Source: an optimization exercise on an open RTL-to-GDS flow (aim: small area and a short achievable clock period). Production flows keep margins and buffers that such runs may drop.
RTL that was checked went through simulation tests only; none was proved equivalent to the original.
The flow treats the clock pin as an ideal source, which a real chip does not have.
No activity file was given, so power comes from the tool's default toggle rates.

==> module hub75_soc, before the edit <==
module hub75_soc (
    input  logic        core_clk,
    input  logic        arst_n,
    input  logic [31:0] host_addr,
    input  logic [31:0] host_wdata,
    input  logic [3:0]  host_wmask,
    input  logic        host_wen,
    input  logic        host_ren,
    output logic [31:0] host_rdata,
    output logic        host_done,
    output logic        panel_r0,
    output logic        panel_g0,
    output logic        panel_b0,
    output logic        panel_r1,
    output logic        panel_g1,
    output logic        panel_b1,
    output logic        panel_row_a,
    output logic        panel_row_b,
    output logic        panel_row_c,
    output logic        panel_row_d,
    output logic        panel_row_e,
    output logic        panel_clk,
    output logic        panel_stb,
    output logic        panel_oe,
    output logic        led
);
    localparam int WORDS  = 128;
    localparam int GROUPS = 43;    
    logic       mem_hit;
    logic       pp_hit;
    logic [6:0] idx;
    assign mem_hit = ~|host_addr[31:9];
    logic hit_hi;
    logic hit_lo;
    assign hit_hi = ~|host_addr[31:20];
    assign hit_lo = ~|host_addr[19:9];
    assign pp_hit  = host_addr[31:2] == 30'h0004_0000;
    assign idx     = host_addr[8:2];
    logic [15:0] dec_lo;       
    logic [7:0]  dec_hi;       
    logic [15:0] dec_lo_w;     
    logic [7:0]  dec_hi_w;     
    logic [3:0]  lane_we;      
    for (genvar j = 0; j < 16; j++) begin : g_dlo
        dec4   #(.VAL(j)) u_dec   (.a(idx[3:0]), .y(dec_lo[j]));
        dec4w  #(.VAL(j)) u_dec_w (.a(idx[3:0]), .y(dec_lo_w[j]));
    end
    for (genvar i = 0; i < 8; i++) begin : g_dhi
        dec3   #(.VAL(i)) u_dec   (.a(idx[6:4]), .y(dec_hi[i]));
        dec3w  #(.VAL(i)) u_dec_w (.a(idx[6:4]), .en(hit_lo), .y(dec_hi_w[i]));
    end
    for (genvar l = 0; l < 4; l++) begin : g_lane
        and3 u_lane (.a(host_wmask[l]), .b(host_wen), .c(hit_hi), .y(lane_we[l]));
    end
    logic [31:0] word_q [WORDS];
    for (genvar w = 0; w < WORDS; w++) begin : g_word
        for (genvar l = 0; l < 4; l++) begin : g_lane
            logic we;
            and3 u_we (.a(dec_hi_w[w/16]), .b(dec_lo_w[w%16]), .c(lane_we[l]), .y(we));
            always_ff @(posedge core_clk) begin
                if (we) word_q[w][l*8 +: 8] <= host_wdata[l*8 +: 8];
            end
        end
    end
    logic [31:0] pp_q;
    logic [31:0] pp_val;
    assign pp_val = pp_q;
    always_ff @(posedge core_clk or negedge arst_n) begin
        if (!arst_n) begin
            pp_q <= '0;
        end else if (host_wen && pp_hit) begin
            if (host_wmask[0]) pp_q[7:0]   <= host_wdata[7:0];
            if (host_wmask[1]) pp_q[15:8]  <= host_wdata[15:8];
            if (host_wmask[2]) pp_q[23:16] <= host_wdata[23:16];
            if (host_wmask[3]) pp_q[31:24] <= host_wdata[31:24];
        end
    end
    logic [31:0] rdata;
    logic [31:0] rd_a_n_d;
    logic [31:0] rd_b_n_d;
    logic [31:0] rd_p_n_d;
    logic [31:0] rd_a_n_q;
    logic [31:0] rd_b_n_q;
    logic [31:0] rd_p_n_q;
    logic        mem_hit_n;
    assign mem_hit_n = ~mem_hit;
    assign rd_p_n_d  = ~(pp_val & {32{pp_hit}});
    for (genvar b = 0; b < 32; b++) begin : g_rbit
        logic [7:0] grp_n;    
        for (genvar i = 0; i < 8; i++) begin : g_grp
            logic [5:0] l1_n;   
            logic [1:0] l2;     
            for (genvar k = 0; k < 5; k++) begin : g_l1
                ao222_n u_ao (
                    .a0 (word_q[16*i+3*k][b]),   .s0 (dec_lo[3*k]),
                    .a1 (word_q[16*i+3*k+1][b]), .s1 (dec_lo[3*k+1]),
                    .a2 (word_q[16*i+3*k+2][b]), .s2 (dec_lo[3*k+2]),
                    .y  (l1_n[k])
                );
            end
            nand2 u_last (.a(word_q[16*i+15][b]), .b(dec_lo[15]), .y(l1_n[5]));
            nand3 u_l2a (.a(l1_n[0]), .b(l1_n[1]), .c(l1_n[2]), .y(l2[0]));
            nand3 u_l2b (.a(l1_n[3]), .b(l1_n[4]), .c(l1_n[5]), .y(l2[1]));
            oa21_n u_l3 (.a0(l2[0]), .a1(l2[1]), .b(dec_hi[i]), .y(grp_n[i]));
        end
        ao41 u_ra (.a(grp_n[0]), .b(grp_n[1]), .c(grp_n[2]), .d(grp_n[3]), .e(mem_hit_n), .y(rd_a_n_d[b]));
        ao41 u_rb (.a(grp_n[4]), .b(grp_n[5]), .c(grp_n[6]), .d(grp_n[7]), .e(mem_hit_n), .y(rd_b_n_d[b]));
    end
    always_ff @(posedge core_clk) begin
        rd_a_n_q <= rd_a_n_d;
        rd_b_n_q <= rd_b_n_d;
        rd_p_n_q <= rd_p_n_d;
    end
    assign rdata = ~(rd_a_n_q & rd_b_n_q & rd_p_n_q);
    logic done_q;
    always_ff @(posedge core_clk or negedge arst_n) begin
        if (!arst_n) done_q <= 1'b0;
        else         done_q <= host_ren | host_wen;
    end
    assign host_rdata  = rdata;
    assign host_done   = done_q;
    assign panel_r0    = pp_q[8];
    assign panel_r1    = pp_q[9];
    assign panel_g0    = pp_q[10];
    assign panel_g1    = pp_q[11];
    assign panel_b0    = pp_q[12];
    assign panel_b1    = pp_q[13];
    assign panel_row_a = pp_q[16];
    assign panel_row_b = pp_q[17];
    assign panel_row_c = pp_q[18];
    assign panel_row_d = pp_q[19];
    assign panel_row_e = pp_q[20];
    assign panel_stb   = pp_q[21];
    assign panel_oe    = pp_q[22];
    assign panel_clk   = pp_q[24];
    assign led         = ~pp_q[0];
endmodule
Settings: LEC_CHECK=0, CAP_MARGIN=20, CORE_MARGIN=2, CORE_UTILIZATION=60, SLEW_MARGIN=20, SYNTH_HIERARCHICAL=1, SYNTH_MEMORY_MAX_BITS=16384, SYNTH_MINIMUM_KEEP_SIZE=0; clock period 5.0 ns.
standard.sh (not shown) runs the stock make flow with config.mk's settings and CLKGATE_MAP_FILE= SYNTH_SCRIPT=/design/flow/synth_recipe.tcl, a recipe that flattens the netlist after the stock synthesis.
==> flow/flow/run.sh <==
#!/bin/bash
# Standard ORFS layout, with three changes:
# - the setup-slack margin is applied only from clock tree synthesis on
#   (with ideal clocks before CTS the margin would make the resizer upsize
#   every input-to-register path for nothing);
# - explicit CTS clustering;
# - after placement, port buffers that came out as delay cells are made
#   plain buffers (flow/swap_ports.tcl).
# Each step's full output goes to a log file in this folder.
set -euo pipefail
MARGIN=2.5
RES=orfs/results/sky130hd/hub75_soc/base
bash standard.sh synth > log_synth.txt 2>&1
bash standard.sh floorplan > log_floorplan.txt 2>&1
bash standard.sh place > log_place.txt 2>&1
ODB_FILE=$RES/3_place.odb openroad -no_init -exit flow/swap_ports.tcl > log_swap_ports.txt 2>&1
SETUP_SLACK_MARGIN=$MARGIN \
CTS_ARGS="-sink_clustering_enable -repair_clock_nets -sink_clustering_size 25 -sink_clustering_max_diameter 80" \
  bash standard.sh cts > log_cts.txt 2>&1
SETUP_SLACK_MARGIN=$MARGIN bash standard.sh route > log_route.txt 2>&1
SETUP_SLACK_MARGIN=$MARGIN bash standard.sh finish > log_finish.txt 2>&1
test -f out/final.def
==> flow/flow/swap_ports.tcl <==
# Give each port a plain buffer: port buffering picks a delay cell
# (clkdlybuf4s50), which the footprint-matched resizer can only swap for
# other delay cells. Replaces those port buffers with buf_4 in place.
read_liberty $::env(FLOW_HOME)/platforms/sky130hd/lib/sky130_fd_sc_hd__tt_025C_1v80.lib
read_db $::env(ODB_FILE)
set block [ord::get_db_block]
set n 0
foreach bt [$block getBTerms] {
  set net [$bt getNet]
  if {$net eq "NULL"} continue
  foreach it [$net getITerms] {
    set inst [$it getInst]
    set m [[$inst getMaster] getName]
    if {[string match "*clkdlybuf*" $m] || [string match "*dlygate*" $m]} {
      replace_cell [$inst getName] sky130_fd_sc_hd__buf_4
      incr n
    }
  }
}
puts "replaced $n port buffers"
write_db $::env(ODB_FILE)
The starting point finished with antenna rules left.
Edit:
--- a/flow/design.v
+++ b/flow/design.v
@@ -60,20 +60,28 @@
             and3 u_we (.a(dec_hi_w[w/16]), .b(dec_lo_w[w%16]), .c(lane_we[l]), .y(we));
             always_ff @(posedge core_clk) begin
                 if (we) word_q[w][l*8 +: 8] <= host_wdata[l*8 +: 8];
             end
         end
     end
-    logic [31:0] pp_q;
+    logic [31:1] pp_q;
+    logic        pp0_n;
     logic [31:0] pp_val;
-    assign pp_val = pp_q;
+    assign pp_val = {pp_q, ~pp0_n};
+    always_ff @(posedge core_clk or negedge arst_n) begin
+        if (!arst_n) begin
+            pp0_n <= 1'b1;
+        end else if (host_wen && pp_hit && host_wmask[0]) begin
+            pp0_n <= ~host_wdata[0];
+        end
+    end
     always_ff @(posedge core_clk or negedge arst_n) begin
         if (!arst_n) begin
             pp_q <= '0;
         end else if (host_wen && pp_hit) begin
-            if (host_wmask[0]) pp_q[7:0]   <= host_wdata[7:0];
+            if (host_wmask[0]) pp_q[7:1]   <= host_wdata[7:1];
             if (host_wmask[1]) pp_q[15:8]  <= host_wdata[15:8];
             if (host_wmask[2]) pp_q[23:16] <= host_wdata[23:16];
             if (host_wmask[3]) pp_q[31:24] <= host_wdata[31:24];
         end
     end
     logic [31:0] rdata;
@@ -131,13 +139,13 @@
     assign panel_row_c = pp_q[18];
     assign panel_row_d = pp_q[19];
     assign panel_row_e = pp_q[20];
     assign panel_stb   = pp_q[21];
     assign panel_oe    = pp_q[22];
     assign panel_clk   = pp_q[24];
-    assign led         = ~pp_q[0];
+    assign led         = pp0_n;
 endmodule
 module ao222_n (
     input  logic a0, s0, a1, s1, a2, s2,
     output logic y
 );
     assign y = ~((a0 & s0) | (a1 & s1) | (a2 & s2));
=> With this change the flow finished clean; die area is about the same; worst hold slack improves by 0.030 ns; setup slack gets better by 0.042 ns; core utilization goes up by 0.11 points; final cell count hardly moves; cell area is about the same; total power barely changes; sequential power stays flat.
No functional check of the RTL was part of the second run of this note.

-- separate check: timing with driven ports --
No port has a modelled driver above. Below, the same layouts with a new extraction and two added sets of constraints. Step 1, drivers: a clkbuf_16 drives core_clk and a buf_2 each remaining input, both assumed. Step 2 moves the port delays by t, midway between the first and last clock arrival at a register: inputs arrive t later, outputs are due t later. That takes back most of the time a late clock gives input paths. a / b / c = ideal / step 1 / step 2; a / b = the first two.
run | shift t [ns] | setup WS [ns] | worst setup path at the end | clock arrival spread, ns | worst register clock-pin slew, ns
the first run | 0.976 | 2.367 / 2.314 / 1.338 | input to register | 0.045 / 0.045 | 0.10 / 0.10
the second run | 0.964 | 2.408 / 2.313 / 1.446 | input to register | 0.040 / 0.040 | 0.10 / 0.10
The setup slack of the first run, which loses most, moves by -0.053 ns with the drivers and by -1.029 ns with both steps.
